This design comes from an exercise in tuning for small area on the open sky130 flow, not from production work.
Function was checked by simulation only, so behaviour that the tests miss may differ from the original.
Power and IR drop assume default switching activity.

==> v39 <==
## stochastic_calcium_cluster_step
module stochastic_calcium_cluster_step #(
   parameter int NUM_CLUSTERS = scs_pkg::NUM_CLUSTERS_DEF,
   parameter int MAX_CHANNELS = scs_pkg::MAX_CHANNELS_DEF
) (
   input  logic                            clock,
   input  logic                            reset,
   input  logic                            req_tvalid,
   output logic                            req_tready,
   input  logic [scs_pkg::REQ_DATA_W-1:0]  req_tdata,
   input  logic                            req_tlast,
   output logic                            rsp_tvalid,
   input  logic                            rsp_tready,
   output logic [scs_pkg::RSP_DATA_W-1:0]  rsp_tdata,
   output logic                            rsp_tuser,
   input  logic                            csr_we,
   input  logic [scs_pkg::CSR_IDX_W-1:0]   csr_index,
   input  logic [scs_pkg::CSR_DATA_W-1:0]  csr_wdata
);
clock: 11.0 ns
lec_check: 0
cap_margin: 20
core_margin: 2
core_utilization: 40
place_density: 0.6
slew_margin: 20
standard.sh (not shown) runs the stock make flow with config.mk's settings and CLKGATE_MAP_FILE= SYNTH_SCRIPT=/design/flow/synth_recipe.tcl, a recipe that flattens the netlist after the stock synthesis.
==> flow/flow/run.sh <==
#!/bin/bash
# Own flow: the standard synthesis, then its combinational logic mapped
# again by ABC for area (registers keep their names, cells and connections;
# five ABC seeds are tried and the smallest netlist is kept), then the standard flow's
# standard layout of that netlist, with the smallest buffer for the port
# buffers and a clock tree without dummy loads.
# Each tool's output goes to a log file in the work folder.
set -euo pipefail
W=$PWD
R=$W/orfs/results/$FLOW_PLATFORM/stochastic_calcium_cluster_step/base
P=$FLOW_HOME/platforms/$FLOW_PLATFORM
LIB=$P/lib/sky130_fd_sc_hd__tt_025C_1v80.lib
YOSYS=$FLOW_HOME/../tools/install/yosys/bin/yosys
[ -x "$YOSYS" ] || YOSYS=yosys
export BUFFER_PORTS_ARGS="-buffer_cell sky130_fd_sc_hd__buf_1"
export CTS_ARGS="-sink_clustering_enable -repair_clock_nets -dont_use_dummy_load -buf_list sky130_fd_sc_hd__clkbuf_8 -sink_clustering_size 18 -sink_clustering_max_diameter 60"

bash standard.sh synth > synth.log 2>&1
cp "$R/1_2_yosys.v" "$W/standard_synth.v"
DU=$(sed -n '/DONT_USE_CELLS/,/^#/p' "$P/config.mk" | grep -o 'sky130_fd_sc_hd__[a-z0-9_]*' | sed 's/^/-dont_use /' | tr '\n' ' ')
for s in 0 1 2 3 4; do
  sed -e "s#@SEED@#$s#" flow/area.abc > "$W/area_$s.abc"
  sed -e "s#@LIB@#$LIB#g" -e "s#@IN@#$W/standard_synth.v#" -e "s#@OUT@#$W/resyn_$s.v#" \
      -e "s#@ABC@#$W/area_$s.abc#" -e "s#@DU@#$DU#" -e "s#@TOP@#$FLOW_TOP#" \
      -e "s#@STAT@#$W/resyn_stat_$s.txt#" flow/resyn.ys > "$W/resyn_$s.ys"
  "$YOSYS" -s "$W/resyn_$s.ys" > "resyn_$s.log" 2>&1 &
done
wait
best=$(for s in 0 1 2 3 4; do
  a=$(awk '/Chip area/ {print $NF}' "$W/resyn_stat_$s.txt" 2>/dev/null)
  [ -n "$a" ] && [ -s "$W/resyn_$s.v" ] && echo "$a $s"
done | sort -g | head -n 1 | awk '{print $2}')
[ -n "$best" ]
echo "kept ABC seed $best" > resyn_choice.log
cp "$W/resyn_$best.v" "$R/1_2_yosys.v"
rm -f "$R/1_synth.odb" "$R/1_synth.sdc"
bash standard.sh finish > layout.log 2>&1
==> flow/flow/area.abc <==
strash
&get -n
&deepsyn -T 90 -S @SEED@
&put
&get -n
&dch -f
&nf -R 1000 -p -F 10 -C 32
&put
==> flow/flow/resyn.ys <==
# Re-map the combinational logic of the standard synthesis for area.
# Registers (and the tie cell) are black boxes here, so they keep their
# names, cells and connections; everything between them is flattened to
# gates and mapped again by ABC.
read_liberty -ignore_miss_func @LIB@
read_verilog @IN@
hierarchy -top @TOP@
setattr -mod -set blackbox 1 sky130_fd_sc_hd__df* sky130_fd_sc_hd__edf* sky130_fd_sc_hd__sdf* sky130_fd_sc_hd__dl* sky130_fd_sc_hd__conb_1
flatten
opt -purge
abc -script @ABC@ -liberty @LIB@ @DU@
opt_clean -purge
setundef -zero
splitnets
opt_clean -purge
rename -hide w:*.*
opt_clean -purge
hilomap -singleton -hicell sky130_fd_sc_hd__conb_1 HI -locell sky130_fd_sc_hd__conb_1 LO
insbuf -buf sky130_fd_sc_hd__buf_4 A X
check
tee -o @STAT@ stat -liberty @LIB@
write_verilog -noattr -nohex -nodec @OUT@
==> inputs of v7, as changes to v39 <==
--- a/flow/design.v
+++ b/flow/design.v
@@ -90,53 +90,54 @@
    assign idx     = req_tdata[33:28];
    assign draw    = req_tdata[27:24];
    assign idx_oob = idx >= 6'd10;
    assign idx_hit = idx_oob || (idx[3:0] == ci);
    logic [1:0]  cls;         
-   logic        lt;          
+   logic        lt;
    logic        rsp_valid;
    logic        accept;
    assign accept     = (st == S_UPD) && idx_hit && !(req_tlast && rsp_valid);
    assign req_tready = ((st == S_IDLE) && !req_tvalid) || accept;
    logic [40:0] A, B;
    logic [23:0] CA, P;
    logic [7:0]  T;
    logic        spike, neg, seen, yb, cy, pa, rs, ovf, ge;
-   logic        sg, so;
-   assign neg   = sg;
-   assign rs    = sg;
-   assign seen  = so;
-   assign ovf   = so;
-   assign spike = ge;
-   assign cls   = {yb, sg};
-   assign lt    = so;
    logic [2:0]  csel;
    logic        cbit;        
-   logic [23:0] kd, cmix;
-   logic [7:0]  csel_oh;
-   localparam logic [191:0] CSR_RST = {scs_pkg::PUFF_RST, scs_pkg::LEAK_RST,
-      scs_pkg::CA_THRESH_RST, scs_pkg::CA_REST_RST, 24'd0, scs_pkg::CLOSE_PROB_RST,
-      scs_pkg::REFR_PROB_RST, scs_pkg::OPEN_SCALE_RST};
+   logic [23:0] creg;
    logic        rbit;
    always_comb begin
       case (st)
          S_CMP:           csel = (cls == 2'd0) ? scs_pkg::REG_REFR_PROB : scs_pkg::REG_CLOSE_PROB;
          S_SD, S_DEN:     csel = scs_pkg::REG_CA_REST;
          S_LEAK:          csel = scs_pkg::REG_LEAK;
          S_PUFF:          csel = scs_pkg::REG_PUFF;
          S_CL2:           csel = scs_pkg::REG_CA_THRESH;
          default:         csel = scs_pkg::REG_OPEN_SCALE;
       endcase
-      csel_oh = 8'd1 << csel;
-      for (int j = 0; j < 24; j++) begin
-         kd[j]   = (k == 6'(j));
-         cmix[j] = 1'b0;
-         for (int i = 0; i < 8; i++)
-            if (i != 3) cmix[j] = cmix[j] | (csel_oh[i] & (csr_dflt[i] ? CSR_RST[i*24+j] : csr_q[i][j]));
+      case (csel)
+         3'd0:    creg = csr_q[0];
+         3'd1:    creg = csr_q[1];
+         3'd2:    creg = csr_q[2];
+         3'd4:    creg = csr_q[4];
+         3'd5:    creg = csr_q[5];
+         3'd6:    creg = csr_q[6];
+         default: creg = csr_q[7];
+      endcase
+      if (csr_dflt[csel]) begin
+         case (csel)
+            3'd0:    creg = scs_pkg::OPEN_SCALE_RST;
+            3'd1:    creg = scs_pkg::REFR_PROB_RST;
+            3'd2:    creg = scs_pkg::CLOSE_PROB_RST;
+            3'd4:    creg = scs_pkg::CA_REST_RST;
+            3'd5:    creg = scs_pkg::CA_THRESH_RST;
+            3'd6:    creg = scs_pkg::LEAK_RST;
+            default: creg = scs_pkg::PUFF_RST;
+         endcase
       end
-      cbit = |(cmix & kd);
-      rbit = |(req_tdata[23:0] & kd);
+      cbit = (k < 6'd24) && creg[k[4:0]];
+      rbit = req_tdata[k[4:0]];
    end
    localparam logic [23:0] CA_RST = scs_pkg::CA_REST_RST;
    localparam logic [23:0] P_RST  = scs_pkg::PROB_RST;
    logic kz;         
    assign kz = (k == 6'd0);
@@ -268,33 +269,31 @@
       B <= {b_in, B[40:1]};
       if (ca_sh) CA <= {ca_in, CA[23:1]};
       if (p_sh)  P  <= {p_in, P[23:1]};
       cy <= ad_co;
       pa <= A[0];
-      if (kz && (st == S_LEAK || st == S_C2 || st == S_C3 || st == S_OS)) yb <= y;
+      if (kz) yb <= y;
       for (int j = 0; j < 9; j++) cl[j] <= cl[j+1];
       if (st == S_INIT)                 cl[9] <= 5'sd0;
       else if (accept && !idx_oob)      cl[9] <= new_s;
       else                              cl[9] <= head;
       case (st)
-         S_IDLE: if (req_tvalid && idx_hit) begin
-            yb <= !head[4] && (head != 5'sd0);
-            sg <= (head == 5'sd0);
-         end
-         S_CMP:  if ((rbit ^ ((cls == 2'd1) ? P[0] : cbit)) || kz) so <= !rbit & ((cls == 2'd1) ? P[0] : cbit);
+         S_IDLE: if (req_tvalid && idx_hit) cls <= head[4] ? 2'd0 : ((head == 5'sd0) ? 2'd1 : 2'd2);
+         S_CMP:  if ((rbit ^ ((cls == 2'd1) ? P[0] : cbit)) || kz) lt <= !rbit & ((cls == 2'd1) ? P[0] : cbit);
          S_TOT:  T <= (kz ? 8'd0 : T) + (head[4] ? 8'd0 : {4'd0, head[3:0]});
          S_SD:   begin
-            so <= 1'b0;
-            if (k == 6'd23) sg <= !ad_co;
+            seen <= 1'b0;
+            if (k == 6'd23) neg <= !ad_co;
          end
-         S_LEAK: if (kz) so <= so | P[0];
-         S_CL1:  so <= (k < 6'd24) ? 1'b0 : (so | A[9]);
+         S_LEAK: if (kz) seen <= seen | P[0];
+         S_CL1:  ovf <= (k < 6'd24) ? 1'b0 : (ovf | A[9]);
          S_CL2:  begin
             if ((ca_in ^ cbit) || kz) ge <= (ca_in ^ cbit) ? ca_in : 1'b1;
+            if (k == 6'd23) spike <= ((ca_in ^ cbit) ? ca_in : ((kz) ? 1'b1 : ge));
          end
-         S_DEN:  sg <= 1'b0;
-         S_DIV:  if (k == 6'd40) sg <= ad_s;
+         S_DEN:  rs <= 1'b0;
+         S_DIV:  if (k == 6'd40) rs <= ad_s;
          default: ;
       endcase
    end
    always_ff @(posedge clock) begin
       if (reset) begin
==> flow/flow/run.sh (replaced) <==
#!/bin/bash
# Own flow: the standard synthesis, then its combinational logic mapped
# again by ABC for area (registers keep their names, cells and connections),
# then the standard layout of that netlist, with the smallest buffer
# for the port buffers and a clock tree without dummy loads.
# Each tool's output goes to a log file in the work folder.
set -euo pipefail
W=$PWD
R=$W/orfs/results/$FLOW_PLATFORM/stochastic_calcium_cluster_step/base
P=$FLOW_HOME/platforms/$FLOW_PLATFORM
LIB=$P/lib/sky130_fd_sc_hd__tt_025C_1v80.lib
YOSYS=$FLOW_HOME/../tools/install/yosys/bin/yosys
[ -x "$YOSYS" ] || YOSYS=yosys
export BUFFER_PORTS_ARGS="-buffer_cell sky130_fd_sc_hd__buf_1"
export CTS_ARGS="-sink_clustering_enable -repair_clock_nets -dont_use_dummy_load -buf_list sky130_fd_sc_hd__clkbuf_8 -sink_clustering_size 18 -sink_clustering_max_diameter 80"

bash standard.sh synth > synth.log 2>&1
cp "$R/1_2_yosys.v" "$W/standard_synth.v"
DU=$(sed -n '/DONT_USE_CELLS/,/^#/p' "$P/config.mk" | grep -o 'sky130_fd_sc_hd__[a-z0-9_]*' | sed 's/^/-dont_use /' | tr '\n' ' ')
sed -e "s#@LIB@#$LIB#g" -e "s#@IN@#$W/standard_synth.v#" -e "s#@OUT@#$R/1_2_yosys.v#" \
    -e "s#@ABC@#$W/flow/area.abc#" -e "s#@DU@#$DU#" -e "s#@TOP@#$FLOW_TOP#" \
    flow/resyn.ys > "$W/resyn.ys"
"$YOSYS" -s "$W/resyn.ys" > resyn.log 2>&1
rm -f "$R/1_synth.odb" "$R/1_synth.sdc"
bash standard.sh finish > layout.log 2>&1
==> flow/flow/area.abc (replaced) <==
strash
&get -n
&deepsyn -T 60
&put
dch -f
amap
--- a/flow/flow/resyn.ys
+++ b/flow/flow/resyn.ys
@@ -16,7 +16,7 @@
 rename -hide w:*.*
 opt_clean -purge
 hilomap -singleton -hicell sky130_fd_sc_hd__conb_1 HI -locell sky130_fd_sc_hd__conb_1 LO
 insbuf -buf sky130_fd_sc_hd__buf_4 A X
 check
-tee -o @STAT@ stat -liberty @LIB@
+tee -o resyn_stat.txt stat -liberty @LIB@
 write_verilog -noattr -nohex -nodec @OUT@
==> inputs of v2, as changes to v39 <==
--- a/flow/design.v
+++ b/flow/design.v
@@ -109,34 +109,43 @@
    assign spike = ge;
    assign cls   = {yb, sg};
    assign lt    = so;
    logic [2:0]  csel;
    logic        cbit;        
-   logic [23:0] kd, cmix;
-   logic [7:0]  csel_oh;
-   localparam logic [191:0] CSR_RST = {scs_pkg::PUFF_RST, scs_pkg::LEAK_RST,
-      scs_pkg::CA_THRESH_RST, scs_pkg::CA_REST_RST, 24'd0, scs_pkg::CLOSE_PROB_RST,
-      scs_pkg::REFR_PROB_RST, scs_pkg::OPEN_SCALE_RST};
+   logic [23:0] creg;
    logic        rbit;
    always_comb begin
       case (st)
          S_CMP:           csel = (cls == 2'd0) ? scs_pkg::REG_REFR_PROB : scs_pkg::REG_CLOSE_PROB;
          S_SD, S_DEN:     csel = scs_pkg::REG_CA_REST;
          S_LEAK:          csel = scs_pkg::REG_LEAK;
          S_PUFF:          csel = scs_pkg::REG_PUFF;
          S_CL2:           csel = scs_pkg::REG_CA_THRESH;
          default:         csel = scs_pkg::REG_OPEN_SCALE;
       endcase
-      csel_oh = 8'd1 << csel;
-      for (int j = 0; j < 24; j++) begin
-         kd[j]   = (k == 6'(j));
-         cmix[j] = 1'b0;
-         for (int i = 0; i < 8; i++)
-            if (i != 3) cmix[j] = cmix[j] | (csel_oh[i] & (csr_dflt[i] ? CSR_RST[i*24+j] : csr_q[i][j]));
+      case (csel)
+         3'd0:    creg = csr_q[0];
+         3'd1:    creg = csr_q[1];
+         3'd2:    creg = csr_q[2];
+         3'd4:    creg = csr_q[4];
+         3'd5:    creg = csr_q[5];
+         3'd6:    creg = csr_q[6];
+         default: creg = csr_q[7];
+      endcase
+      if (csr_dflt[csel]) begin
+         case (csel)
+            3'd0:    creg = scs_pkg::OPEN_SCALE_RST;
+            3'd1:    creg = scs_pkg::REFR_PROB_RST;
+            3'd2:    creg = scs_pkg::CLOSE_PROB_RST;
+            3'd4:    creg = scs_pkg::CA_REST_RST;
+            3'd5:    creg = scs_pkg::CA_THRESH_RST;
+            3'd6:    creg = scs_pkg::LEAK_RST;
+            default: creg = scs_pkg::PUFF_RST;
+         endcase
       end
-      cbit = |(cmix & kd);
-      rbit = |(req_tdata[23:0] & kd);
+      cbit = (k < 6'd24) && creg[k[4:0]];
+      rbit = req_tdata[k[4:0]];
    end
    localparam logic [23:0] CA_RST = scs_pkg::CA_REST_RST;
    localparam logic [23:0] P_RST  = scs_pkg::PROB_RST;
    logic kz;         
    assign kz = (k == 6'd0);
--- a/flow/flow/run.sh
+++ b/flow/flow/run.sh
@@ -1,9 +1,9 @@
 #!/bin/bash
 # Own flow: the standard synthesis, then its combinational logic mapped
 # again by ABC for area (registers keep their names, cells and connections;
-# five ABC seeds are tried and the smallest netlist is kept), then the standard flow's
+# three ABC seeds are tried and the smallest netlist is kept), then the standard flow's
 # standard layout of that netlist, with the smallest buffer for the port
 # buffers and a clock tree without dummy loads.
 # Each tool's output goes to a log file in the work folder.
 set -euo pipefail
 W=$PWD
@@ -16,19 +16,19 @@
 export CTS_ARGS="-sink_clustering_enable -repair_clock_nets -dont_use_dummy_load -buf_list sky130_fd_sc_hd__clkbuf_8 -sink_clustering_size 18 -sink_clustering_max_diameter 60"
 
 bash standard.sh synth > synth.log 2>&1
 cp "$R/1_2_yosys.v" "$W/standard_synth.v"
 DU=$(sed -n '/DONT_USE_CELLS/,/^#/p' "$P/config.mk" | grep -o 'sky130_fd_sc_hd__[a-z0-9_]*' | sed 's/^/-dont_use /' | tr '\n' ' ')
-for s in 0 1 2 3 4; do
+for s in 0 1 2; do
   sed -e "s#@SEED@#$s#" flow/area.abc > "$W/area_$s.abc"
   sed -e "s#@LIB@#$LIB#g" -e "s#@IN@#$W/standard_synth.v#" -e "s#@OUT@#$W/resyn_$s.v#" \
       -e "s#@ABC@#$W/area_$s.abc#" -e "s#@DU@#$DU#" -e "s#@TOP@#$FLOW_TOP#" \
       -e "s#@STAT@#$W/resyn_stat_$s.txt#" flow/resyn.ys > "$W/resyn_$s.ys"
   "$YOSYS" -s "$W/resyn_$s.ys" > "resyn_$s.log" 2>&1 &
 done
 wait
-best=$(for s in 0 1 2 3 4; do
+best=$(for s in 0 1 2; do
   a=$(awk '/Chip area/ {print $NF}' "$W/resyn_stat_$s.txt" 2>/dev/null)
   [ -n "$a" ] && [ -s "$W/resyn_$s.v" ] && echo "$a $s"
 done | sort -g | head -n 1 | awk '{print $2}')
 [ -n "$best" ]
 echo "kept ABC seed $best" > resyn_choice.log
==> flow/flow/area.abc (replaced) <==
strash
&get -n
&deepsyn -T 60 -S @SEED@
&put
&get -n
&dch -f
&nf -R 1000 -p -F 10 -C 32
&put
==> notes <==
Cell area, lowest first: v39, v2, v7. Via count, lowest first: v39, v2, v7. In clock power, v2 and v39 hardly differ. First-iteration DRC count: v7 is larger than v2 (about 43%). Register-to-register slack: v7 < v39 < v2. Of v2 and v7, v7 has the higher clock skew (gap 29 ps). Area after synthesis: v39 < v2 < v7. Die area, lowest first: v39, v2, v7. v39 went through all stages and came out clean. v7 finished with timing, DRC and antenna clean. v2 ran to the end with no violations.
==> figures <==
| item | v2 | v39 | v7 |
|---|---|---|---|
| Non-clock buffer count in the final layout | 120 | 121 | 123 |
| Max transition margin | 0.3945 | 0.3005 | 0.3240 |
| Detailed-route wire length on metal 1 | 13,450 um | 14,050 um | 14,670 um |
| R2R setup slack | 5570 ps | 5120 ps | 4190 ps |
| Vias per Instance | 5.562 | 5.495 | 5.516 |
| Sequential fraction of total cell area | 0.6687 | 0.6742 | 0.6706 |
| Wirelength, routed | 32,550 um | 32,010 um | 33,490 um |
| Worst hold-check slack | 284.6 ps | 304.2 ps | 328.1 ps |
| Clock distribution power | 0.656 mW | 0.657 mW | 0.634 mW |
| Crit. path cell count | 7 | 19 | 20 |
| Total routing resource utilization after global routing | 0.1815 | 0.1799 | 0.1813 |
| Result of the run | timing/DRC/antenna clean | timing/DRC/antenna clean | timing/DRC/antenna clean |
| Std-Cell Rows | 67 | 67 | 68 |
| First-pass iteration count of the detailed router | 8 | 8 | 5 |
| Critical path buffer and inverter count | 2 | 1 | 5 |
| Met1 demand-to-capacity share in global routing | 0.2259 | 0.2519 | 0.2532 |
| Estimated wirelength of the detail-placed design | 20,930 um | 20,310 um | 22,510 um |
| Grt met2 use | 0.3078 | 0.2892 | 0.2855 |

-- static timing again, ports no longer ideal --
No port has a modelled driver above. Below, the same layouts with a new extraction and two added sets of constraints.
Step 1 sets driving cells, clkbuf_16 on the clock port and buf_2 on the other inputs (assumed; they add their load-dependent delay and slew).
Step 2 moves the port delays by t, midway between the first and last clock arrival at a register: inputs arrive t later, outputs are due t later. That takes back most of the time a late clock gives input paths.
Slacks: no drivers / after step 1 / after step 2; pairs: no drivers / after step 1.
| run | t, ns | setup WS [ns] | hold slack, ns | clock arrival spread, ns |
|---|---|---|---|---|
| v39 | 0.617 | 5.116 / 5.116 / 5.116 | 0.304 / 0.304 / 0.304 | 0.066 / 0.065 |
| v7 | 0.611 | 4.187 / 4.187 / 4.187 | 0.328 / 0.328 / 0.328 | 0.119 / 0.120 |
| v2 | 0.635 | 5.541 / 5.513 / 5.513 | 0.285 / 0.285 / 0.285 | 0.090 / 0.090 |
After both steps setup and hold are still met in every run listed. For v2, which loses most, drivers alone change the setup slack by -0.028 ns; drivers and shift together by -0.028 ns.
